This design comes from an exercise in tuning for small area and a short achievable clock period on the open sky130 flow, not from production work. In this exercise RTL edits were held to simulation tests only and were not proved equivalent to the original. Power is estimated from default activity; no workload was simulated.

File: flow/design.v
`timescale 1ns/10ps
package postadd_pkg;
    localparam int L1_LIMB_BITS = 1 + 16;
    typedef logic [4*L1_LIMB_BITS-1:0] poly_l1_t;
    localparam int L3_LIMB_BITS = 8 + 16;
    typedef logic [4*L3_LIMB_BITS-1:0] poly_l3_t;
    typedef enum logic [2:0] {
        OP_HOLD         = 3'b000,
        OP_LOAD         = 3'b001,
        OP_ADD          = 3'b010,
        OP_IN_MINUS_REG = 3'b011,
        OP_REG_MINUS_IN = 3'b100,
        OP_P_MINUS_REG  = 3'b101
    } acc_op_t;
endpackage
`timescale 1ns/10ps
module pa_aoi (input logic gh, input logic th, input logic gl, output logic y);
  assign y = ~(gh | (th & gl));
endmodule
module pa_oai (input logic gh, input logic th, input logic gl, output logic y);
  assign y = ~(gh & (th | gl));
endmodule
module pa_nand (input logic a, input logic b, output logic y);
  assign y = ~(a & b);
endmodule
module pa_nor (input logic a, input logic b, output logic y);
  assign y = ~(a | b);
endmodule
module pa_inv (input logic a, output logic y);
  assign y = ~a;
endmodule
module padd (input logic [71:0] gb, input logic [71:0] tb, input logic ci, output logic [71:0] c);
  logic [72:0] g0, t0;
  assign g0 = {gb, ~ci};
  assign t0 = {tb, 1'b1};
  logic gn0;
  pa_oai u_gn0 (.gh(g0[1]), .th(t0[1]), .gl(g0[0]), .y(gn0));
  logic gn1;
  logic tn2;
  pa_oai u_gn1 (.gh(g0[3]), .th(t0[3]), .gl(g0[2]), .y(gn1));
  pa_nor u_tn2 (.a(t0[3]), .b(t0[2]), .y(tn2));
  logic gn3;
  logic tn4;
  pa_oai u_gn3 (.gh(g0[5]), .th(t0[5]), .gl(g0[4]), .y(gn3));
  pa_nor u_tn4 (.a(t0[5]), .b(t0[4]), .y(tn4));
  logic gn5;
  logic tn6;
  pa_oai u_gn5 (.gh(g0[7]), .th(t0[7]), .gl(g0[6]), .y(gn5));
  pa_nor u_tn6 (.a(t0[7]), .b(t0[6]), .y(tn6));
  logic gn7;
  logic tn8;
  pa_oai u_gn7 (.gh(g0[9]), .th(t0[9]), .gl(g0[8]), .y(gn7));
  pa_nor u_tn8 (.a(t0[9]), .b(t0[8]), .y(tn8));
  logic gn9;
  logic tn10;
  pa_oai u_gn9 (.gh(g0[11]), .th(t0[11]), .gl(g0[10]), .y(gn9));
  pa_nor u_tn10 (.a(t0[11]), .b(t0[10]), .y(tn10));
  logic gn11;
  logic tn12;
  pa_oai u_gn11 (.gh(g0[13]), .th(t0[13]), .gl(g0[12]), .y(gn11));
  pa_nor u_tn12 (.a(t0[13]), .b(t0[12]), .y(tn12));
  logic gn13;
  logic tn14;
  pa_oai u_gn13 (.gh(g0[15]), .th(t0[15]), .gl(g0[14]), .y(gn13));
  pa_nor u_tn14 (.a(t0[15]), .b(t0[14]), .y(tn14));
  logic gn15;
  logic tn16;
  pa_oai u_gn15 (.gh(g0[17]), .th(t0[17]), .gl(g0[16]), .y(gn15));
  pa_nor u_tn16 (.a(t0[17]), .b(t0[16]), .y(tn16));
  logic gn17;
  logic tn18;
  pa_oai u_gn17 (.gh(g0[19]), .th(t0[19]), .gl(g0[18]), .y(gn17));
  pa_nor u_tn18 (.a(t0[19]), .b(t0[18]), .y(tn18));
  logic gn19;
  logic tn20;
  pa_oai u_gn19 (.gh(g0[21]), .th(t0[21]), .gl(g0[20]), .y(gn19));
  pa_nor u_tn20 (.a(t0[21]), .b(t0[20]), .y(tn20));
  logic gn21;
  logic tn22;
  pa_oai u_gn21 (.gh(g0[23]), .th(t0[23]), .gl(g0[22]), .y(gn21));
  pa_nor u_tn22 (.a(t0[23]), .b(t0[22]), .y(tn22));
  logic gn23;
  logic tn24;
  pa_oai u_gn23 (.gh(g0[25]), .th(t0[25]), .gl(g0[24]), .y(gn23));
  pa_nor u_tn24 (.a(t0[25]), .b(t0[24]), .y(tn24));
  logic gn25;
  logic tn26;
  pa_oai u_gn25 (.gh(g0[27]), .th(t0[27]), .gl(g0[26]), .y(gn25));
  pa_nor u_tn26 (.a(t0[27]), .b(t0[26]), .y(tn26));
  logic gn27;
  logic tn28;
  pa_oai u_gn27 (.gh(g0[29]), .th(t0[29]), .gl(g0[28]), .y(gn27));
  pa_nor u_tn28 (.a(t0[29]), .b(t0[28]), .y(tn28));
  logic gn29;
  logic tn30;
  pa_oai u_gn29 (.gh(g0[31]), .th(t0[31]), .gl(g0[30]), .y(gn29));
  pa_nor u_tn30 (.a(t0[31]), .b(t0[30]), .y(tn30));
  logic gn31;
  logic tn32;
  pa_oai u_gn31 (.gh(g0[33]), .th(t0[33]), .gl(g0[32]), .y(gn31));
  pa_nor u_tn32 (.a(t0[33]), .b(t0[32]), .y(tn32));
  logic gn33;
  logic tn34;
  pa_oai u_gn33 (.gh(g0[35]), .th(t0[35]), .gl(g0[34]), .y(gn33));
  pa_nor u_tn34 (.a(t0[35]), .b(t0[34]), .y(tn34));
  logic gn35;
  logic tn36;
  pa_oai u_gn35 (.gh(g0[37]), .th(t0[37]), .gl(g0[36]), .y(gn35));
  pa_nor u_tn36 (.a(t0[37]), .b(t0[36]), .y(tn36));
  logic gn37;
  logic tn38;
  pa_oai u_gn37 (.gh(g0[39]), .th(t0[39]), .gl(g0[38]), .y(gn37));
  pa_nor u_tn38 (.a(t0[39]), .b(t0[38]), .y(tn38));
  logic gn39;
  logic tn40;
  pa_oai u_gn39 (.gh(g0[41]), .th(t0[41]), .gl(g0[40]), .y(gn39));
  pa_nor u_tn40 (.a(t0[41]), .b(t0[40]), .y(tn40));
  logic gn41;
  logic tn42;
  pa_oai u_gn41 (.gh(g0[43]), .th(t0[43]), .gl(g0[42]), .y(gn41));
  pa_nor u_tn42 (.a(t0[43]), .b(t0[42]), .y(tn42));
  logic gn43;
  logic tn44;
  pa_oai u_gn43 (.gh(g0[45]), .th(t0[45]), .gl(g0[44]), .y(gn43));
  pa_nor u_tn44 (.a(t0[45]), .b(t0[44]), .y(tn44));
  logic gn45;
  logic tn46;
  pa_oai u_gn45 (.gh(g0[47]), .th(t0[47]), .gl(g0[46]), .y(gn45));
  pa_nor u_tn46 (.a(t0[47]), .b(t0[46]), .y(tn46));
  logic gn47;
  logic tn48;
  pa_oai u_gn47 (.gh(g0[49]), .th(t0[49]), .gl(g0[48]), .y(gn47));
  pa_nor u_tn48 (.a(t0[49]), .b(t0[48]), .y(tn48));
  logic gn49;
  logic tn50;
  pa_oai u_gn49 (.gh(g0[51]), .th(t0[51]), .gl(g0[50]), .y(gn49));
  pa_nor u_tn50 (.a(t0[51]), .b(t0[50]), .y(tn50));
  logic gn51;
  logic tn52;
  pa_oai u_gn51 (.gh(g0[53]), .th(t0[53]), .gl(g0[52]), .y(gn51));
  pa_nor u_tn52 (.a(t0[53]), .b(t0[52]), .y(tn52));
  logic gn53;
  logic tn54;
  pa_oai u_gn53 (.gh(g0[55]), .th(t0[55]), .gl(g0[54]), .y(gn53));
  pa_nor u_tn54 (.a(t0[55]), .b(t0[54]), .y(tn54));
  logic gn55;
  logic tn56;
  pa_oai u_gn55 (.gh(g0[57]), .th(t0[57]), .gl(g0[56]), .y(gn55));
  pa_nor u_tn56 (.a(t0[57]), .b(t0[56]), .y(tn56));
  logic gn57;
  logic tn58;
  pa_oai u_gn57 (.gh(g0[59]), .th(t0[59]), .gl(g0[58]), .y(gn57));
  pa_nor u_tn58 (.a(t0[59]), .b(t0[58]), .y(tn58));
  logic gn59;
  logic tn60;
  pa_oai u_gn59 (.gh(g0[61]), .th(t0[61]), .gl(g0[60]), .y(gn59));
  pa_nor u_tn60 (.a(t0[61]), .b(t0[60]), .y(tn60));
  logic gn61;
  logic tn62;
  pa_oai u_gn61 (.gh(g0[63]), .th(t0[63]), .gl(g0[62]), .y(gn61));
  pa_nor u_tn62 (.a(t0[63]), .b(t0[62]), .y(tn62));
  logic gn63;
  logic tn64;
  pa_oai u_gn63 (.gh(g0[65]), .th(t0[65]), .gl(g0[64]), .y(gn63));
  pa_nor u_tn64 (.a(t0[65]), .b(t0[64]), .y(tn64));
  logic gn65;
  logic tn66;
  pa_oai u_gn65 (.gh(g0[67]), .th(t0[67]), .gl(g0[66]), .y(gn65));
  pa_nor u_tn66 (.a(t0[67]), .b(t0[66]), .y(tn66));
  logic gn67;
  logic tn68;
  pa_oai u_gn67 (.gh(g0[69]), .th(t0[69]), .gl(g0[68]), .y(gn67));
  pa_nor u_tn68 (.a(t0[69]), .b(t0[68]), .y(tn68));
  logic gn69;
  logic tn70;
  pa_oai u_gn69 (.gh(g0[71]), .th(t0[71]), .gl(g0[70]), .y(gn69));
  pa_nor u_tn70 (.a(t0[71]), .b(t0[70]), .y(tn70));
  logic gn71;
  pa_aoi u_gn71 (.gh(gn1), .th(tn2), .gl(gn0), .y(gn71));
  logic gn72;
  logic tn73;
  pa_aoi u_gn72 (.gh(gn5), .th(tn6), .gl(gn3), .y(gn72));
  pa_nand u_tn73 (.a(tn6), .b(tn4), .y(tn73));
  logic gn74;
  logic tn75;
  pa_aoi u_gn74 (.gh(gn9), .th(tn10), .gl(gn7), .y(gn74));
  pa_nand u_tn75 (.a(tn10), .b(tn8), .y(tn75));
  logic gn76;
  logic tn77;
  pa_aoi u_gn76 (.gh(gn13), .th(tn14), .gl(gn11), .y(gn76));
  pa_nand u_tn77 (.a(tn14), .b(tn12), .y(tn77));
  logic gn78;
  logic tn79;
  pa_aoi u_gn78 (.gh(gn17), .th(tn18), .gl(gn15), .y(gn78));
  pa_nand u_tn79 (.a(tn18), .b(tn16), .y(tn79));
  logic gn80;
  logic tn81;
  pa_aoi u_gn80 (.gh(gn21), .th(tn22), .gl(gn19), .y(gn80));
  pa_nand u_tn81 (.a(tn22), .b(tn20), .y(tn81));
  logic gn82;
  logic tn83;
  pa_aoi u_gn82 (.gh(gn25), .th(tn26), .gl(gn23), .y(gn82));
  pa_nand u_tn83 (.a(tn26), .b(tn24), .y(tn83));
  logic gn84;
  logic tn85;
  pa_aoi u_gn84 (.gh(gn29), .th(tn30), .gl(gn27), .y(gn84));
  pa_nand u_tn85 (.a(tn30), .b(tn28), .y(tn85));
  logic gn86;
  logic tn87;
  pa_aoi u_gn86 (.gh(gn33), .th(tn34), .gl(gn31), .y(gn86));
  pa_nand u_tn87 (.a(tn34), .b(tn32), .y(tn87));
  logic gn88;
  logic tn89;
  pa_aoi u_gn88 (.gh(gn37), .th(tn38), .gl(gn35), .y(gn88));
  pa_nand u_tn89 (.a(tn38), .b(tn36), .y(tn89));
  logic gn90;
  logic tn91;
  pa_aoi u_gn90 (.gh(gn41), .th(tn42), .gl(gn39), .y(gn90));
  pa_nand u_tn91 (.a(tn42), .b(tn40), .y(tn91));
  logic gn92;
  logic tn93;
  pa_aoi u_gn92 (.gh(gn45), .th(tn46), .gl(gn43), .y(gn92));
  pa_nand u_tn93 (.a(tn46), .b(tn44), .y(tn93));
  logic gn94;
  logic tn95;
  pa_aoi u_gn94 (.gh(gn49), .th(tn50), .gl(gn47), .y(gn94));
  pa_nand u_tn95 (.a(tn50), .b(tn48), .y(tn95));
  logic gn96;
  logic tn97;
  pa_aoi u_gn96 (.gh(gn53), .th(tn54), .gl(gn51), .y(gn96));
  pa_nand u_tn97 (.a(tn54), .b(tn52), .y(tn97));
  logic gn98;
  logic tn99;
  pa_aoi u_gn98 (.gh(gn57), .th(tn58), .gl(gn55), .y(gn98));
  pa_nand u_tn99 (.a(tn58), .b(tn56), .y(tn99));
  logic gn100;
  logic tn101;
  pa_aoi u_gn100 (.gh(gn61), .th(tn62), .gl(gn59), .y(gn100));
  pa_nand u_tn101 (.a(tn62), .b(tn60), .y(tn101));
  logic gn102;
  logic tn103;
  pa_aoi u_gn102 (.gh(gn65), .th(tn66), .gl(gn63), .y(gn102));
  pa_nand u_tn103 (.a(tn66), .b(tn64), .y(tn103));
  logic gn104;
  logic tn105;
  pa_aoi u_gn104 (.gh(gn69), .th(tn70), .gl(gn67), .y(gn104));
  pa_nand u_tn105 (.a(tn70), .b(tn68), .y(tn105));
  logic gn106;
  pa_oai u_gn106 (.gh(gn72), .th(tn73), .gl(gn71), .y(gn106));
  logic gn107;
  logic tn108;
  pa_oai u_gn107 (.gh(gn76), .th(tn77), .gl(gn74), .y(gn107));
  pa_nor u_tn108 (.a(tn77), .b(tn75), .y(tn108));
  logic gn109;
  logic tn110;
  pa_oai u_gn109 (.gh(gn80), .th(tn81), .gl(gn78), .y(gn109));
  pa_nor u_tn110 (.a(tn81), .b(tn79), .y(tn110));
  logic gn111;
  logic tn112;
  pa_oai u_gn111 (.gh(gn84), .th(tn85), .gl(gn82), .y(gn111));
  pa_nor u_tn112 (.a(tn85), .b(tn83), .y(tn112));
  logic gn113;
  logic tn114;
  pa_oai u_gn113 (.gh(gn88), .th(tn89), .gl(gn86), .y(gn113));
  pa_nor u_tn114 (.a(tn89), .b(tn87), .y(tn114));
  logic gn115;
  logic tn116;
  pa_oai u_gn115 (.gh(gn92), .th(tn93), .gl(gn90), .y(gn115));
  pa_nor u_tn116 (.a(tn93), .b(tn91), .y(tn116));
  logic gn117;
  logic tn118;
  pa_oai u_gn117 (.gh(gn96), .th(tn97), .gl(gn94), .y(gn117));
  pa_nor u_tn118 (.a(tn97), .b(tn95), .y(tn118));
  logic gn119;
  logic tn120;
  pa_oai u_gn119 (.gh(gn100), .th(tn101), .gl(gn98), .y(gn119));
  pa_nor u_tn120 (.a(tn101), .b(tn99), .y(tn120));
  logic gn121;
  logic tn122;
  pa_oai u_gn121 (.gh(gn104), .th(tn105), .gl(gn102), .y(gn121));
  pa_nor u_tn122 (.a(tn105), .b(tn103), .y(tn122));
  logic gn123;
  pa_aoi u_gn123 (.gh(gn107), .th(tn108), .gl(gn106), .y(gn123));
  logic gn124;
  logic tn125;
  pa_aoi u_gn124 (.gh(gn111), .th(tn112), .gl(gn109), .y(gn124));
  pa_nand u_tn125 (.a(tn112), .b(tn110), .y(tn125));
  logic gn126;
  logic tn127;
  pa_aoi u_gn126 (.gh(gn115), .th(tn116), .gl(gn113), .y(gn126));
  pa_nand u_tn127 (.a(tn116), .b(tn114), .y(tn127));
  logic gn128;
  logic tn129;
  pa_aoi u_gn128 (.gh(gn119), .th(tn120), .gl(gn117), .y(gn128));
  pa_nand u_tn129 (.a(tn120), .b(tn118), .y(tn129));
  logic gn130;
  pa_oai u_gn130 (.gh(gn124), .th(tn125), .gl(gn123), .y(gn130));
  logic gn131;
  logic tn132;
  pa_oai u_gn131 (.gh(gn128), .th(tn129), .gl(gn126), .y(gn131));
  pa_nor u_tn132 (.a(tn129), .b(tn127), .y(tn132));
  logic gn133;
  pa_aoi u_gn133 (.gh(gn131), .th(tn132), .gl(gn130), .y(gn133));
  logic iv134;
  pa_inv u_iv134 (.a(gn130), .y(iv134));
  logic gn135;
  pa_oai u_gn135 (.gh(gn126), .th(tn127), .gl(iv134), .y(gn135));
  logic iv136;
  pa_inv u_iv136 (.a(gn123), .y(iv136));
  logic gn137;
  pa_aoi u_gn137 (.gh(gn109), .th(tn110), .gl(iv136), .y(gn137));
  logic gn138;
  pa_aoi u_gn138 (.gh(gn113), .th(tn114), .gl(gn130), .y(gn138));
  logic gn139;
  pa_aoi u_gn139 (.gh(gn117), .th(tn118), .gl(gn135), .y(gn139));
  logic iv140;
  pa_inv u_iv140 (.a(gn133), .y(iv140));
  logic gn141;
  pa_aoi u_gn141 (.gh(gn121), .th(tn122), .gl(iv140), .y(gn141));
  logic iv142;
  pa_inv u_iv142 (.a(gn106), .y(iv142));
  logic gn143;
  pa_oai u_gn143 (.gh(gn74), .th(tn75), .gl(iv142), .y(gn143));
  logic gn144;
  pa_oai u_gn144 (.gh(gn78), .th(tn79), .gl(gn123), .y(gn144));
  logic gn145;
  pa_oai u_gn145 (.gh(gn82), .th(tn83), .gl(gn137), .y(gn145));
  logic iv146;
  pa_inv u_iv146 (.a(gn130), .y(iv146));
  logic gn147;
  pa_oai u_gn147 (.gh(gn86), .th(tn87), .gl(iv146), .y(gn147));
  logic gn148;
  pa_oai u_gn148 (.gh(gn90), .th(tn91), .gl(gn138), .y(gn148));
  logic iv149;
  pa_inv u_iv149 (.a(gn135), .y(iv149));
  logic gn150;
  pa_oai u_gn150 (.gh(gn94), .th(tn95), .gl(iv149), .y(gn150));
  logic gn151;
  pa_oai u_gn151 (.gh(gn98), .th(tn99), .gl(gn139), .y(gn151));
  logic gn152;
  pa_oai u_gn152 (.gh(gn102), .th(tn103), .gl(gn133), .y(gn152));
  logic iv153;
  pa_inv u_iv153 (.a(gn71), .y(iv153));
  logic gn154;
  pa_aoi u_gn154 (.gh(gn3), .th(tn4), .gl(iv153), .y(gn154));
  logic gn155;
  pa_aoi u_gn155 (.gh(gn7), .th(tn8), .gl(gn106), .y(gn155));
  logic gn156;
  pa_aoi u_gn156 (.gh(gn11), .th(tn12), .gl(gn143), .y(gn156));
  logic iv157;
  pa_inv u_iv157 (.a(gn123), .y(iv157));
  logic gn158;
  pa_aoi u_gn158 (.gh(gn15), .th(tn16), .gl(iv157), .y(gn158));
  logic gn159;
  pa_aoi u_gn159 (.gh(gn19), .th(tn20), .gl(gn144), .y(gn159));
  logic iv160;
  pa_inv u_iv160 (.a(gn137), .y(iv160));
  logic gn161;
  pa_aoi u_gn161 (.gh(gn23), .th(tn24), .gl(iv160), .y(gn161));
  logic gn162;
  pa_aoi u_gn162 (.gh(gn27), .th(tn28), .gl(gn145), .y(gn162));
  logic gn163;
  pa_aoi u_gn163 (.gh(gn31), .th(tn32), .gl(gn130), .y(gn163));
  logic gn164;
  pa_aoi u_gn164 (.gh(gn35), .th(tn36), .gl(gn147), .y(gn164));
  logic iv165;
  pa_inv u_iv165 (.a(gn138), .y(iv165));
  logic gn166;
  pa_aoi u_gn166 (.gh(gn39), .th(tn40), .gl(iv165), .y(gn166));
  logic gn167;
  pa_aoi u_gn167 (.gh(gn43), .th(tn44), .gl(gn148), .y(gn167));
  logic gn168;
  pa_aoi u_gn168 (.gh(gn47), .th(tn48), .gl(gn135), .y(gn168));
  logic gn169;
  pa_aoi u_gn169 (.gh(gn51), .th(tn52), .gl(gn150), .y(gn169));
  logic iv170;
  pa_inv u_iv170 (.a(gn139), .y(iv170));
  logic gn171;
  pa_aoi u_gn171 (.gh(gn55), .th(tn56), .gl(iv170), .y(gn171));
  logic gn172;
  pa_aoi u_gn172 (.gh(gn59), .th(tn60), .gl(gn151), .y(gn172));
  logic iv173;
  pa_inv u_iv173 (.a(gn133), .y(iv173));
  logic gn174;
  pa_aoi u_gn174 (.gh(gn63), .th(tn64), .gl(iv173), .y(gn174));
  logic gn175;
  pa_aoi u_gn175 (.gh(gn67), .th(tn68), .gl(gn152), .y(gn175));
  logic iv176;
  pa_inv u_iv176 (.a(gn0), .y(iv176));
  logic gn177;
  pa_oai u_gn177 (.gh(g0[2]), .th(t0[2]), .gl(iv176), .y(gn177));
  logic gn178;
  pa_oai u_gn178 (.gh(g0[4]), .th(t0[4]), .gl(gn71), .y(gn178));
  logic gn179;
  pa_oai u_gn179 (.gh(g0[6]), .th(t0[6]), .gl(gn154), .y(gn179));
  logic iv180;
  pa_inv u_iv180 (.a(gn106), .y(iv180));
  logic gn181;
  pa_oai u_gn181 (.gh(g0[8]), .th(t0[8]), .gl(iv180), .y(gn181));
  logic gn182;
  pa_oai u_gn182 (.gh(g0[10]), .th(t0[10]), .gl(gn155), .y(gn182));
  logic iv183;
  pa_inv u_iv183 (.a(gn143), .y(iv183));
  logic gn184;
  pa_oai u_gn184 (.gh(g0[12]), .th(t0[12]), .gl(iv183), .y(gn184));
  logic gn185;
  pa_oai u_gn185 (.gh(g0[14]), .th(t0[14]), .gl(gn156), .y(gn185));
  logic gn186;
  pa_oai u_gn186 (.gh(g0[16]), .th(t0[16]), .gl(gn123), .y(gn186));
  logic gn187;
  pa_oai u_gn187 (.gh(g0[18]), .th(t0[18]), .gl(gn158), .y(gn187));
  logic iv188;
  pa_inv u_iv188 (.a(gn144), .y(iv188));
  logic gn189;
  pa_oai u_gn189 (.gh(g0[20]), .th(t0[20]), .gl(iv188), .y(gn189));
  logic gn190;
  pa_oai u_gn190 (.gh(g0[22]), .th(t0[22]), .gl(gn159), .y(gn190));
  logic gn191;
  pa_oai u_gn191 (.gh(g0[24]), .th(t0[24]), .gl(gn137), .y(gn191));
  logic gn192;
  pa_oai u_gn192 (.gh(g0[26]), .th(t0[26]), .gl(gn161), .y(gn192));
  logic iv193;
  pa_inv u_iv193 (.a(gn145), .y(iv193));
  logic gn194;
  pa_oai u_gn194 (.gh(g0[28]), .th(t0[28]), .gl(iv193), .y(gn194));
  logic gn195;
  pa_oai u_gn195 (.gh(g0[30]), .th(t0[30]), .gl(gn162), .y(gn195));
  logic iv196;
  pa_inv u_iv196 (.a(gn130), .y(iv196));
  logic gn197;
  pa_oai u_gn197 (.gh(g0[32]), .th(t0[32]), .gl(iv196), .y(gn197));
  logic gn198;
  pa_oai u_gn198 (.gh(g0[34]), .th(t0[34]), .gl(gn163), .y(gn198));
  logic iv199;
  pa_inv u_iv199 (.a(gn147), .y(iv199));
  logic gn200;
  pa_oai u_gn200 (.gh(g0[36]), .th(t0[36]), .gl(iv199), .y(gn200));
  logic gn201;
  pa_oai u_gn201 (.gh(g0[38]), .th(t0[38]), .gl(gn164), .y(gn201));
  logic gn202;
  pa_oai u_gn202 (.gh(g0[40]), .th(t0[40]), .gl(gn138), .y(gn202));
  logic gn203;
  pa_oai u_gn203 (.gh(g0[42]), .th(t0[42]), .gl(gn166), .y(gn203));
  logic iv204;
  pa_inv u_iv204 (.a(gn148), .y(iv204));
  logic gn205;
  pa_oai u_gn205 (.gh(g0[44]), .th(t0[44]), .gl(iv204), .y(gn205));
  logic gn206;
  pa_oai u_gn206 (.gh(g0[46]), .th(t0[46]), .gl(gn167), .y(gn206));
  logic iv207;
  pa_inv u_iv207 (.a(gn135), .y(iv207));
  logic gn208;
  pa_oai u_gn208 (.gh(g0[48]), .th(t0[48]), .gl(iv207), .y(gn208));
  logic gn209;
  pa_oai u_gn209 (.gh(g0[50]), .th(t0[50]), .gl(gn168), .y(gn209));
  logic iv210;
  pa_inv u_iv210 (.a(gn150), .y(iv210));
  logic gn211;
  pa_oai u_gn211 (.gh(g0[52]), .th(t0[52]), .gl(iv210), .y(gn211));
  logic gn212;
  pa_oai u_gn212 (.gh(g0[54]), .th(t0[54]), .gl(gn169), .y(gn212));
  logic gn213;
  pa_oai u_gn213 (.gh(g0[56]), .th(t0[56]), .gl(gn139), .y(gn213));
  logic gn214;
  pa_oai u_gn214 (.gh(g0[58]), .th(t0[58]), .gl(gn171), .y(gn214));
  logic iv215;
  pa_inv u_iv215 (.a(gn151), .y(iv215));
  logic gn216;
  pa_oai u_gn216 (.gh(g0[60]), .th(t0[60]), .gl(iv215), .y(gn216));
  logic gn217;
  pa_oai u_gn217 (.gh(g0[62]), .th(t0[62]), .gl(gn172), .y(gn217));
  logic gn218;
  pa_oai u_gn218 (.gh(g0[64]), .th(t0[64]), .gl(gn133), .y(gn218));
  logic gn219;
  pa_oai u_gn219 (.gh(g0[66]), .th(t0[66]), .gl(gn174), .y(gn219));
  logic iv220;
  pa_inv u_iv220 (.a(gn152), .y(iv220));
  logic gn221;
  pa_oai u_gn221 (.gh(g0[68]), .th(t0[68]), .gl(iv220), .y(gn221));
  logic gn222;
  pa_oai u_gn222 (.gh(g0[70]), .th(t0[70]), .gl(gn175), .y(gn222));
  logic gn223;
  pa_oai u_gn223 (.gh(g0[72]), .th(t0[72]), .gl(gn141), .y(gn223));
  assign c[0] = ~g0[0];
  assign c[1] = gn0;
  assign c[2] = gn177;
  assign c[3] = ~gn71;
  assign c[4] = gn178;
  assign c[5] = ~gn154;
  assign c[6] = gn179;
  assign c[7] = gn106;
  assign c[8] = gn181;
  assign c[9] = ~gn155;
  assign c[10] = gn182;
  assign c[11] = gn143;
  assign c[12] = gn184;
  assign c[13] = ~gn156;
  assign c[14] = gn185;
  assign c[15] = ~gn123;
  assign c[16] = gn186;
  assign c[17] = ~gn158;
  assign c[18] = gn187;
  assign c[19] = gn144;
  assign c[20] = gn189;
  assign c[21] = ~gn159;
  assign c[22] = gn190;
  assign c[23] = ~gn137;
  assign c[24] = gn191;
  assign c[25] = ~gn161;
  assign c[26] = gn192;
  assign c[27] = gn145;
  assign c[28] = gn194;
  assign c[29] = ~gn162;
  assign c[30] = gn195;
  assign c[31] = gn130;
  assign c[32] = gn197;
  assign c[33] = ~gn163;
  assign c[34] = gn198;
  assign c[35] = gn147;
  assign c[36] = gn200;
  assign c[37] = ~gn164;
  assign c[38] = gn201;
  assign c[39] = ~gn138;
  assign c[40] = gn202;
  assign c[41] = ~gn166;
  assign c[42] = gn203;
  assign c[43] = gn148;
  assign c[44] = gn205;
  assign c[45] = ~gn167;
  assign c[46] = gn206;
  assign c[47] = gn135;
  assign c[48] = gn208;
  assign c[49] = ~gn168;
  assign c[50] = gn209;
  assign c[51] = gn150;
  assign c[52] = gn211;
  assign c[53] = ~gn169;
  assign c[54] = gn212;
  assign c[55] = ~gn139;
  assign c[56] = gn213;
  assign c[57] = ~gn171;
  assign c[58] = gn214;
  assign c[59] = gn151;
  assign c[60] = gn216;
  assign c[61] = ~gn172;
  assign c[62] = gn217;
  assign c[63] = ~gn133;
  assign c[64] = gn218;
  assign c[65] = ~gn174;
  assign c[66] = gn219;
  assign c[67] = gn152;
  assign c[68] = gn221;
  assign c[69] = ~gn175;
  assign c[70] = gn222;
  assign c[71] = ~gn141;
endmodule
`timescale 1ns/10ps
`timescale 1ns/10ps
`timescale 1ns/10ps
`timescale 1ns/10ps
module postadd_top (
    input  logic                      clk,
    input  logic                      rstn,
    input  logic [64-1:0]    in_val,
    input  logic [4-1:0]    in_carry,
    input  logic [2:0]                mode1,
    input  logic [2:0]                mode2,
    input  logic [2:0]                mode3,
    input  logic [1:0]                addr2,
    input  logic [1:0]                addr3,
    input  logic [1:0]                outsel,
    output logic [72-1:0]   result
);
    localparam int RW = 72;
    localparam int IW = 66;                
    localparam logic [RW-1:0] MOD = RW'(64'hFFFF_FFFF_FFFF_FFC5);
    logic [IW-1:0] op_sum;
    logic [1:0]    kin [4];
    logic          blk_co [4];
    assign op_sum[15:0] = in_val[15:0];
    assign kin[1] = {1'b0, in_carry[0]};
    for (genvar j = 1; j < 4; j++) begin : g_blk
        logic [15:0] v;
        assign v = in_val[16*j +: 16];
        always_comb begin
            case (kin[j])
                2'd1:    op_sum[16*j +: 16] = v + 16'd1;
                2'd2:    op_sum[16*j +: 16] = v + 16'd2;
                default: op_sum[16*j +: 16] = v;
            endcase
        end
        assign blk_co[j] = kin[j][1] ? (&v[15:1]) : (kin[j][0] & (&v));
        if (j < 3) begin : g_next
            assign kin[j+1] = {1'b0, in_carry[j]} + {1'b0, blk_co[j]};
        end
    end
    assign op_sum[65:64] = {1'b0, in_carry[3]} + {1'b0, blk_co[3]};
    localparam logic [5:0] CTL_RST = 6'b000100;
    logic [5:0] dec [3];
    logic [2:0] mode [3];
    assign mode[0] = mode1;
    assign mode[1] = mode2;
    assign mode[2] = mode3;
    for (genvar l = 0; l < 3; l++) begin : g_dec
        always_comb begin
            case (mode[l])
                3'd1:    dec[l] = 6'b100100;
                3'd2:    dec[l] = 6'b100000;
                3'd3:    dec[l] = 6'b110001;
                3'd4:    dec[l] = 6'b110010;
                3'd5:    dec[l] = 6'b001001;
                default: dec[l] = 6'b000000;
            endcase
        end
    end
    logic [IW-1:0] op_i;
    logic [5:0]    ctl [3];
    logic [3:0]    a2_oh, a3_oh;           
    logic [2:0]    os_oh;                  
    logic          rst_q;
    always_ff @(posedge clk) begin
        rst_q  <= !rstn;
        op_i   <= op_sum;
        ctl[0] <= rstn ? dec[0] : CTL_RST;
        ctl[1] <= rstn ? dec[1] : CTL_RST;
        ctl[2] <= rstn ? dec[2] : CTL_RST;
        a2_oh  <= 4'b0001 << addr2;
        a3_oh  <= 4'b0001 << addr3;
        os_oh  <= rstn ? 3'(4'b0001 << outsel) : 3'b000;
    end
    logic [RW-1:0] reg1;
    logic [RW-1:0] file2 [4];
    logic [RW-1:0] file3 [4];
    logic [RW-1:0] g [3];
    logic [RW-1:0] n [3];
    always_comb begin
        g[0] = reg1;
        g[1] = '0;
        g[2] = '0;
        for (int e = 0; e < 4; e++) begin
            g[1] = g[1] | ({RW{a2_oh[e]}} & file2[e]);
            g[2] = g[2] | ({RW{a3_oh[e]}} & file3[e]);
        end
    end
    for (genvar l = 0; l < 3; l++) begin : g_lane
        logic [RW-1:0] x, xm, gm, p, c;
        logic use_i, inv_i, use_p, mask_g, cin, inv_o;
        assign {use_i, inv_i, use_p, mask_g, cin, inv_o} = ctl[l];
        assign x  = (({RW{use_i}} & RW'(op_i)) ^ {RW{inv_i}}) | ({RW{use_p}} & ~MOD);
        assign xm = x & {RW{!mask_g}};
        assign gm = g[l] & {RW{!mask_g}};
        assign p  = x ^ gm;
        padd i_pfx (.gb(~(xm & g[l])), .tb(~(x | gm)), .ci(cin), .c(c));
        assign n[l] = p ^ c ^ {RW{inv_o}};
    end
    always_ff @(posedge clk) begin
        reg1 <= n[0];
        for (int e = 0; e < 4; e++) begin
            if (rst_q || a2_oh[e]) file2[e] <= n[1];
            if (rst_q || a3_oh[e]) file3[e] <= n[2];
        end
    end
    logic [RW-1:0] d1, d2;
    logic [2:0]    os_en;
    logic          z2;
    assign os_en = os_oh & {3{rstn}};
    always_ff @(posedge clk) begin
        d1     <= ({RW{os_en[0]}} & n[0]) | ({RW{os_en[1]}} & n[1]) | ({RW{os_en[2]}} & n[2]);
        d2     <= d1;
        z2     <= !rstn;
        result <= (rstn && !z2) ? d2 : '0;
    end
endmodule
File: flow/run.sh
#!/bin/bash
# synth_recipe.tcl (not shown) runs the flow's synth.tcl, then flattens the netlist and writes it again
# the make line also repeats each setting of config.mk as NAME=value (left out here)
make -C /OpenROAD-flow-scripts/flow DESIGN_CONFIG=/design/flow/config.mk WORK_HOME=/design/flow/orfs CLKGATE_MAP_FILE= SYNTH_SCRIPT=/design/flow/synth_recipe.tcl finish
File: flow/config.mk
export PLATFORM = sky130hd
export DESIGN_NAME = postadd_top
export DESIGN_NICKNAME = postadd_top
export VERILOG_FILES = /design/flow/design.v
export SDC_FILE = /design/flow/constraint.sdc
export NUM_CORES = 4
export LEC_CHECK = 0
export CAP_MARGIN = 20
export CORE_MARGIN = 2
export CORE_UTILIZATION = 60
export SETUP_SLACK_MARGIN = 3.3
export SLEW_MARGIN = 20
export SYNTH_HIERARCHICAL = 1
export SYNTH_MINIMUM_KEEP_SIZE = 0
File: flow/constraint.sdc
create_clock -name core_clock -period 7.0 [get_ports {clk}]
set_input_delay 1.4000 -clock core_clock [delete_from_list [all_inputs] [get_ports {clk}]]
set_output_delay 1.4000 -clock core_clock [all_outputs]
set_load 0.01 [all_outputs]
==> flow_metrics.env, run 1 <==
export IMPL_status="finished clean"
export IMPL_area_growth_pct=21.52
export IMPL_num_nets_final=4961
export IMPL_path_cells="buf_12, buf_6, buf_6, a22oi_2, a21o_1, ha_2, nor2_4, nand2_4, nor2_4, a21oi_4, buf_12, o21ai_4, inv_2, o21ai_4, a21oi_4, o21ai_4, a21oi_2, o21ai_2, xnor2_2, xnor2_2, buf_4"
export IMPL_io_buffers=156
export IMPL_antenna_cells=0
export IMPL_cts_reportedPaths_clkPinSlew_ns=0.06
export IMPL_grt_pass1_vias=32633
export IMPL_h_tree_depth=3
export IMPL_worst_setup_path_end_kind="flip-flop"
export IMPL_clk_insertion_delay_late_ns=0.65
export IMPL_worst_case_register_to_register_setup_slack_ns=3.20
export IMPL_reg2reg_depth=21
export IMPL_cp_data_required_time_ns=7.41
export IMPL_fmax_ghz=0.2635
export IMPL_clock_tree_root_cell="sky130_fd_sc_hd__clkbuf_16"
export IMPL_fp_dieH_um=287.9
export IMPL_routed_wl_mm=134.0
export IMPL_finalSetupTns_ns=0
export IMPL_grt_start_max_net_pins=51
export IMPL_site_row_count=104
export IMPL_vdd_ir_drop_worst_mv=0.2316
export IMPL_tightest_slew_ns=1.153
export IMPL_worst_ep_arrival_time_ns=4.21
export IMPL_timing_critical_path_depth=21
export IMPL_mappedNetlistNets=4774
export IMPL_grt_antenna_before_repair=5
export IMPL_firstDrtPassIters=5
export IMPL_timing_max_slew_rel_slack_pct=23.16
export IMPL_dr_first_iter_drc_count=2979
export IMPL_avgRoutedWirePerCell_um=23.14
export IMPL_clock_sinks=960
export IMPL_critPathSlowestCell="sky130_fd_sc_hd__dfxtp_4"
export IMPL_core_um2=80160
export IMPL_cp_common_cell="sky130_fd_sc_hd__o21ai_4"
export IMPL_timing_final_crit_period_ns=3.795
export IMPL_worstPathMaxFanout=8
export IMPL_post_route_util_pct=73.31
export IMPL_final_hold_violation_count=0
export IMPL_gp_congestion=0.8833
export IMPL_design_area_um2=58770
export IMPL_die_area_um2=82890
export IMPL_critPathKind="reg2reg"
export IMPL_grt_remaining_overflow=0
export IMPL_cp_startpoint="a2_oh[2]$_SDFF_PN0_"
export IMPL_power_density_nw_per_um2=265.3
export IMPL_dpl_cell_area_um2=49810
export IMPL_fin_hold_ws_ns=0.3221
export IMPL_finalClockSkew_ns=0.02597
export IMPL_detail_route_antenna_nets=0
export IMPL_num_fill_cells=5657
export IMPL_holdCritPathClass="reg2reg"
export IMPL_ioPinCount=157
export IMPL_final_critical_path_share_of_the_clock_period_pct=54.22
export IMPL_worst_path_largest_cell_delay_ns=0.36
export IMPL_setup_repair_after_global_routing_missed_its_margin="true"
export IMPL_via_count=34094
export IMPL_worstReg2RegStart="a2_oh[2]$_SDFF_PN0_"
export IMPL_worst_setup_path_endpoint="file2[1][62]$_DFFE_PP_"
export IMPL_slew_violations=0
export IMPL_postCtsHoldBufs=0
export IMPL_cts_buffers_inserted=99
export IMPL_cellLeakagePower_nw=21.51
export IMPL_number_of_drc_violations_after_detailed_routing=0
export IMPL_r2r_end="file2[1][62]$_DFFE_PP_"
export IMPL_setup_viol=0
export IMPL_start_util_pct=60.33
export IMPL_tritoncts="built"
export IMPL_syn_instance_count=4457
export IMPL_placed_cells_incl_taps=5378
export IMPL_chip_width_um=287.9
export IMPL_ctsLongestPathBuffers=3
export IMPL_grt_first_pass_wirelength_mm=193.2
export IMPL_ys_warn_count=17
export IMPL_postSynthAreaPerCell_um2=10.85
export IMPL_cap_violations=0
export IMPL_post_synth_instance_area_um2=48360
export IMPL_final_instance_count_without_filler_cells=5788
export IMPL_critical_path_top_delay_family="compound AO/OA/AOI/OAI gates"
export IMPL_globalRouteTotalUtil_pct=30.70
export IMPL_worst_path_buf_inv=6
export IMPL_post_route_cells_drive_above_1_share_pct=26.16
export IMPL_worstSetupStartpointType="flip-flop"
export IMPL_via_per_inst=5.890
export IMPL_hpwlAfterDp_mm=77.00
==> area by class of cell <==
type | instances | area, µm² | area share [%]
clock inverters | 31 | 227.7 | 0.3875
repair buffers | 428 | 4955 | 8.431
inverters | 167 | 634.4 | 1.079
flip-flops and latches | 960 | 25060 | 42.64
clock buffers | 154 | 3088 | 5.255
well taps | 1060 | 1326 | 2.257
multi-input cells | 2988 | 23480 | 39.95
==> power by group <==
part,internal [mW],leakage (nW),total [mW],switching (mW)
logic,1.23,10.7,2.85,1.62
registers,7.14,9.19,7.44,0.303
clock network,3.11,1.65,5.30,2.19
==> flip-flops by register name, summed over array words and instances, names as in the netlist <==
signal / count
a2_oh: 4
a3_oh: 4
ctl: 18
result: 72
d1: 72
file3: 288
reg1: 72
file2: 288
z2: 1
os_oh: 3
d2: 72
op_i: 66
==> metrics by stage <==
step           power [mW]  setup slack (ns)
2_1_floorplan       9.153             3.254
3_3_place_gp        9.727             1.725
3_5_place_dp        9.798             1.678
4_1_cts             15.25             3.285
5_1_grt             16.20             3.120
6_report            15.59             3.205
==> layer usage <==
layer	track usage (%)	part of all wire, %	up-vias
met5	0	0.029	-
met4	8.057	3.0	6
li1	-	-	15753
met3	4.968	8.8	239
met1	43.91	43	16751
met2	48.75	46	1345
==> cell usage in the layout, fill, tap and decap left out, drive strengths merged, types with 137 or more instances in the layout <==
master,instances
edfxtp,576
xnor2,462
nand2,445
dfxtp,384
a22oi,362
o21ai,301
buf,269
ha,232
or2,213
nor2,198
xor2,185
inv,171
clkbuf,165
a21oi,165
a21o,146
clkdlybuf4s50,137
==> worst min-delay path by stage <==
stage	startpoint	endpoint	slack [ns]	cells after the start
floorplan	d1[0]$_DFF_P_	d2[0]$_DFF_P_	0.31	0
CTS	d1[19]$_DFF_P_	d2[19]$_DFF_P_	0.32	0
global route	d1[65]$_DFF_P_	d2[65]$_DFF_P_	0.33	0
global placement	d1[51]$_DFF_P_	d2[51]$_DFF_P_	0.31	0
detailed placement	d1[39]$_DFF_P_	d2[39]$_DFF_P_	0.31	0
finish	d1[19]$_DFF_P_	d2[19]$_DFF_P_	0.32	0
==> timing repair <==
action                     CTS  global route
resized for setup          270           453
buffers inserted           103           104
pin swaps                   44           180
setup endpoints to repair  544           347
gates cloned                 5            13
==> run 2, diff against run 1 <==
--- a/flow/design.v
+++ b/flow/design.v
@@ -15,4 +15,11 @@
 endpackage
 `timescale 1ns/10ps
+module pa_xor (input logic a, input logic b, output logic y);
+  assign y = a ^ b;
+endmodule
+module pa_gen (input logic x, input logic xm, input logic nm, input logic g, output logic gb, output logic tb);
+  assign gb = ~(xm & g);
+  assign tb = ~(x | (g & nm));
+endmodule
 module pa_aoi (input logic gh, input logic th, input logic gl, output logic y);
   assign y = ~(gh | (th & gl));
@@ -30,5 +37,5 @@
   assign y = ~a;
 endmodule
-module padd (input logic [71:0] gb, input logic [71:0] tb, input logic ci, output logic [71:0] c);
+module padd (input logic [71:0] gb, input logic [71:0] tb, input logic ci, input logic [71:0] pp, output logic [71:0] s);
   logic [72:0] g0, t0;
   assign g0 = {gb, ~ci};
@@ -482,4 +489,5 @@
   logic gn223;
   pa_oai u_gn223 (.gh(g0[72]), .th(t0[72]), .gl(gn141), .y(gn223));
+  logic [71:0] c;
   assign c[0] = ~g0[0];
   assign c[1] = gn0;
@@ -554,4 +562,7 @@
   assign c[70] = gn222;
   assign c[71] = ~gn141;
+  for (genvar i = 0; i < 72; i++) begin : g_s
+    pa_xor u_s (.a(pp[i]), .b(c[i]), .y(s[i]));
+  end
 endmodule
 `timescale 1ns/10ps
@@ -644,5 +655,5 @@
     end
     for (genvar l = 0; l < 3; l++) begin : g_lane
-        logic [RW-1:0] x, xm, gm, p, c;
+        logic [RW-1:0] x, xm, gm, p;
         logic use_i, inv_i, use_p, mask_g, cin, inv_o;
         assign {use_i, inv_i, use_p, mask_g, cin, inv_o} = ctl[l];
@@ -650,7 +661,10 @@
         assign xm = x & {RW{!mask_g}};
         assign gm = g[l] & {RW{!mask_g}};
-        assign p  = x ^ gm;
-        padd i_pfx (.gb(~(xm & g[l])), .tb(~(x | gm)), .ci(cin), .c(c));
-        assign n[l] = p ^ c ^ {RW{inv_o}};
+        logic [RW-1:0] gb, tb;
+        assign p  = x ^ gm ^ {RW{inv_o}};
+        for (genvar i = 0; i < RW; i++) begin : g_gen
+            pa_gen u_gen (.x(x[i]), .xm(xm[i]), .nm(!mask_g), .g(g[l][i]), .gb(gb[i]), .tb(tb[i]));
+        end
+        padd i_pfx (.gb(gb), .tb(tb), .ci(cin), .pp(p), .s(n[l]));
     end
     always_ff @(posedge clk) begin
--- a/flow/config.mk
+++ b/flow/config.mk
@@ -9,5 +9,6 @@
 export CORE_MARGIN = 2
 export CORE_UTILIZATION = 60
-export SETUP_SLACK_MARGIN = 3.3
+export CTS_BUF_LIST = sky130_fd_sc_hd__clkbuf_4
+export SETUP_SLACK_MARGIN = 3.6
 export SLEW_MARGIN = 20
 export SYNTH_HIERARCHICAL = 1
==> run 2 against run 1 <==
Clock skew grew 0.035 ns. Largest cell class is now multi-input combinational cells. Utilization is 0.86 points higher. Sequential power up 1%. Synthesized cell count increased by 15%. Wire length up 12%. Cell count grew 19%. Synthesized area grew 4.0%. Die area rose by 3.9%. Sequential cell count unchanged. First-iteration DRC count up 17%. Total power shrank 0.91%. Worst hold slack worse by 0.030 ns.
==> flow_metrics.env, run 2 <==
export IMPL_worst_case_register_to_register_setup_slack_ns=3.38
export IMPL_layout_cells_most_common="sky130_fd_sc_hd__nand2_1"
export IMPL_globalRouteTotalUtil_pct=34.17
export IMPL_clock_sinks=960
export IMPL_io_buffers=156
export IMPL_grt_remaining_overflow=0
export IMPL_number_of_drc_violations_after_detailed_routing=0
export IMPL_syn_instance_count=5105
export IMPL_ioPinCount=157
export IMPL_detail_route_antenna_nets=0
export IMPL_setup_viol=0
export IMPL_clk_insertion_delay_late_ns=1.17
export IMPL_tightest_slew_ns=1.175
export IMPL_worstSetupStartpointType="flip-flop"
export IMPL_tritoncts="built"
export IMPL_fmax_ghz=0.2759
export IMPL_core_um2=83290
export IMPL_final_critical_path_share_of_the_clock_period_pct=51.77
export IMPL_worstReg2RegStart="op_i[3]$_DFF_P_"
export IMPL_h_tree_depth=4
export IMPL_die_area_um2=86120
export IMPL_clock_tree_root_cell="sky130_fd_sc_hd__clkbuf_4"
export IMPL_holdCritPathClass="reg2reg"
export IMPL_cts_buffers_inserted=239
export IMPL_cp_data_required_time_ns=8.02
export IMPL_worst_slack_ns=3.376
export IMPL_postCtsHoldBufs=0
export IMPL_critical_path_top_delay_family="compound AO/OA/AOI/OAI gates"
export IMPL_worst_setup_path_end_kind="flip-flop"
export IMPL_dpl_cell_area_um2=52860
export IMPL_worst_ep_arrival_time_ns=4.65
export IMPL_dp_slack_ns=1.311
export IMPL_post_route_cells_drive_above_1_share_pct=28.49
export IMPL_ys_warn_count=26
export IMPL_timing_max_slew_rel_slack_pct=21.69
export IMPL_grt_antenna_before_repair=8
export IMPL_dr_first_iter_drc_count=3483
export IMPL_site_row_count=106
export IMPL_timing_critical_path_depth=21
export IMPL_num_nets_final=5692
export IMPL_gp_congestion=0.8769
export IMPL_postSynthAreaPerCell_um2=9.848
export IMPL_grt_pass1_vias=38241
export IMPL_finalSetupTns_ns=0
export IMPL_via_count=39869
export IMPL_cellLeakagePower_nw=26.07
export IMPL_hpwlAfterDp_mm=85.24
export IMPL_r2r_end="d1[62]$_DFF_P_"
export IMPL_start_util_pct=60.36
export IMPL_cts_reportedPaths_clkPinSlew_ns=0.07
export IMPL_chip_width_um=293.5
export IMPL_post_synth_instance_area_um2=50270
export IMPL_critPathSlowestCell="sky130_fd_sc_hd__dfxtp_1"
export IMPL_status="finished clean"
export IMPL_firstDrtPassIters=5
export IMPL_power_density_nw_per_um2=250.1
export IMPL_design_area_um2=61780
export IMPL_ctsLongestPathBuffers=3
export IMPL_grt_start_max_net_pins=83
export IMPL_timing_final_crit_period_ns=3.624
export IMPL_path_cells="nand2_1, xnor2_2, nor2_2, inv_1, a21oi_2, nor2_2, nand2_2, o21ai_4, a21oi_4, buf_12, o21ai_4, inv_2, o21ai_4, a21oi_4, o21ai_4, a21oi_2, o21ai_1, xor2_1, buf_4, a22oi_2, nand2_1"
export IMPL_worst_hold_stages=0
export IMPL_slew_violations=0
export IMPL_setup_repair_after_global_routing_missed_its_margin="true"
export IMPL_grt_first_pass_wirelength_mm=222.0
export IMPL_avgRoutedWirePerCell_um=21.85
export IMPL_multi_input_area_um2=25580
export IMPL_post_route_util_pct=74.17
export IMPL_worstPathMaxFanout=5
export IMPL_layout_common_cells="819 x sky130_fd_sc_hd__nand2_1, 576 x sky130_fd_sc_hd__edfxtp_1, 364 x sky130_fd_sc_hd__clkbuf_4, 358 x sky130_fd_sc_hd__dfxtp_1, 351 x sky130_fd_sc_hd__xor2_1"
export IMPL_hold_path_end="d2[68]$_DFF_P_"
export IMPL_finalClockSkew_ns=0.06136
export IMPL_worst_path_largest_cell_delay_ns=0.54
export IMPL_area_growth_pct=22.88
export IMPL_mappedNetlistNets=5206
export IMPL_critical_hold_path_startpoint="d1[68]$_DFF_P_"
export IMPL_num_fill_cells=6046
export IMPL_register_area_um2=25070
export IMPL_cap_violations=0
export IMPL_worst_path_buf_inv=4
export IMPL_fp_dieH_um=293.5
export IMPL_reg2reg_depth=21
export IMPL_cp_common_cell="sky130_fd_sc_hd__o21ai_4"
export IMPL_top_regs="file2 x288, file3 x288"
export IMPL_vdd_ir_drop_worst_mv=0.1895
export IMPL_via_per_inst=5.793
export IMPL_routed_wl_mm=150.4
export IMPL_critPathKind="reg2reg"
export IMPL_final_hold_violation_count=0
-- run 2: report_power, final --
group	switching (mW)	leakage [nW]	internal, mW
clock network	2.27	1.85	2.43
registers	0.393	9.19	7.15
logic	2.00	15.0	1.20
-- run 2: repair_timing --
item	CTS	global route
buffers inserted	195	59
pin swaps	134	160
gates resized for setup	435	279
cloned	13	3
setup endpoints to repair	668	398
-- run 2: worst max-delay path by stage --
stage	start	endpoint	slack, ns
floorplan	ctl[2][2]$_SDFF_PN1_	d1[62]$_DFF_P_	2.53
global route	op_i[3]$_DFF_P_	d1[62]$_DFF_P_	3.32
detailed placement	in_val[16]	op_i[62]$_DFF_P_	1.31
CTS	ctl[2][5]$_SDFF_PN0_	d1[50]$_DFF_P_	3.48
finish	op_i[3]$_DFF_P_	d1[62]$_DFF_P_	3.38
global placement	in_val[19]	op_i[62]$_DFF_P_	1.37
-- run 2: metal layers --
metal  part of all wire [%]  track usage [%]  vias up
met5                 0.0053                0        -
met4                    3.4            12.57        2
met3                    9.7            6.520      334
met2                     46            54.08     1890
met1                     41            46.98    19325
li1                       -                -    18318
-- run 2: worst register-to-register path: cells and delay by family (launching register included) --
| family | cells | cell delay, ns |
|---|---|---|
| simple gates | 5 | 0.53 |
| compound gates | 10 | 1.69 |
| xor+xnor | 2 | 0.24 |
| flops | 1 | 0.54 |
| buf+inv | 4 | 0.48 |
-- run 2: metrics by stage --
step | hold WS (ns) | instances | power, mW
2_1_floorplan | 0.3096 | 5105 | 9.538
3_3_place_gp | 0.3096 | 6160 | 10.20
3_5_place_dp | 0.3121 | 6160 | 10.29
4_1_cts | 0.2952 | 6809 | 15.30
5_1_grt | 0.3036 | 6881 | 16.17
6_report | 0.2926 | 6882 | 15.45
-- run 2: cell type report --
class                   instances  area share (%)
well taps                    1080           2.187
repair buffers                476           8.454
clock inverters                78          0.6056
multi-input cells            3541           41.40
clock buffers                 363           4.411
flip-flops and latches        960           40.58
diodes                         11         0.04456
inverters                     373           2.319

## static timing again, ports no longer ideal
In the flow no input, the clock included, has a driving cell. The finished layouts below were timed again as built, in two steps. Step 1 assumes that a clkbuf_16 drives the clock port and a buf_2 every other input. Step 2 also shifts input and output timing later by t, the mid clock arrival at the registers, as if the neighbouring blocks saw the same clock. Three values: ideal ports, drivers, drivers and shift; two values: the first two.
run | t, ns | slack for setup (ns) | latest minus earliest clock arrival (ns)
run 1 | 0.713 | 3.205 / 3.205 / 2.566 | 0.026 / 0.026
run 2 | 1.208 | 3.376 / 3.376 / 2.460 | 0.062 / 0.061
After both steps setup and hold are still met in every run listed. For run 2, which loses most, drivers alone change the setup slack by 0.000 ns; drivers and shift together by -0.916 ns.
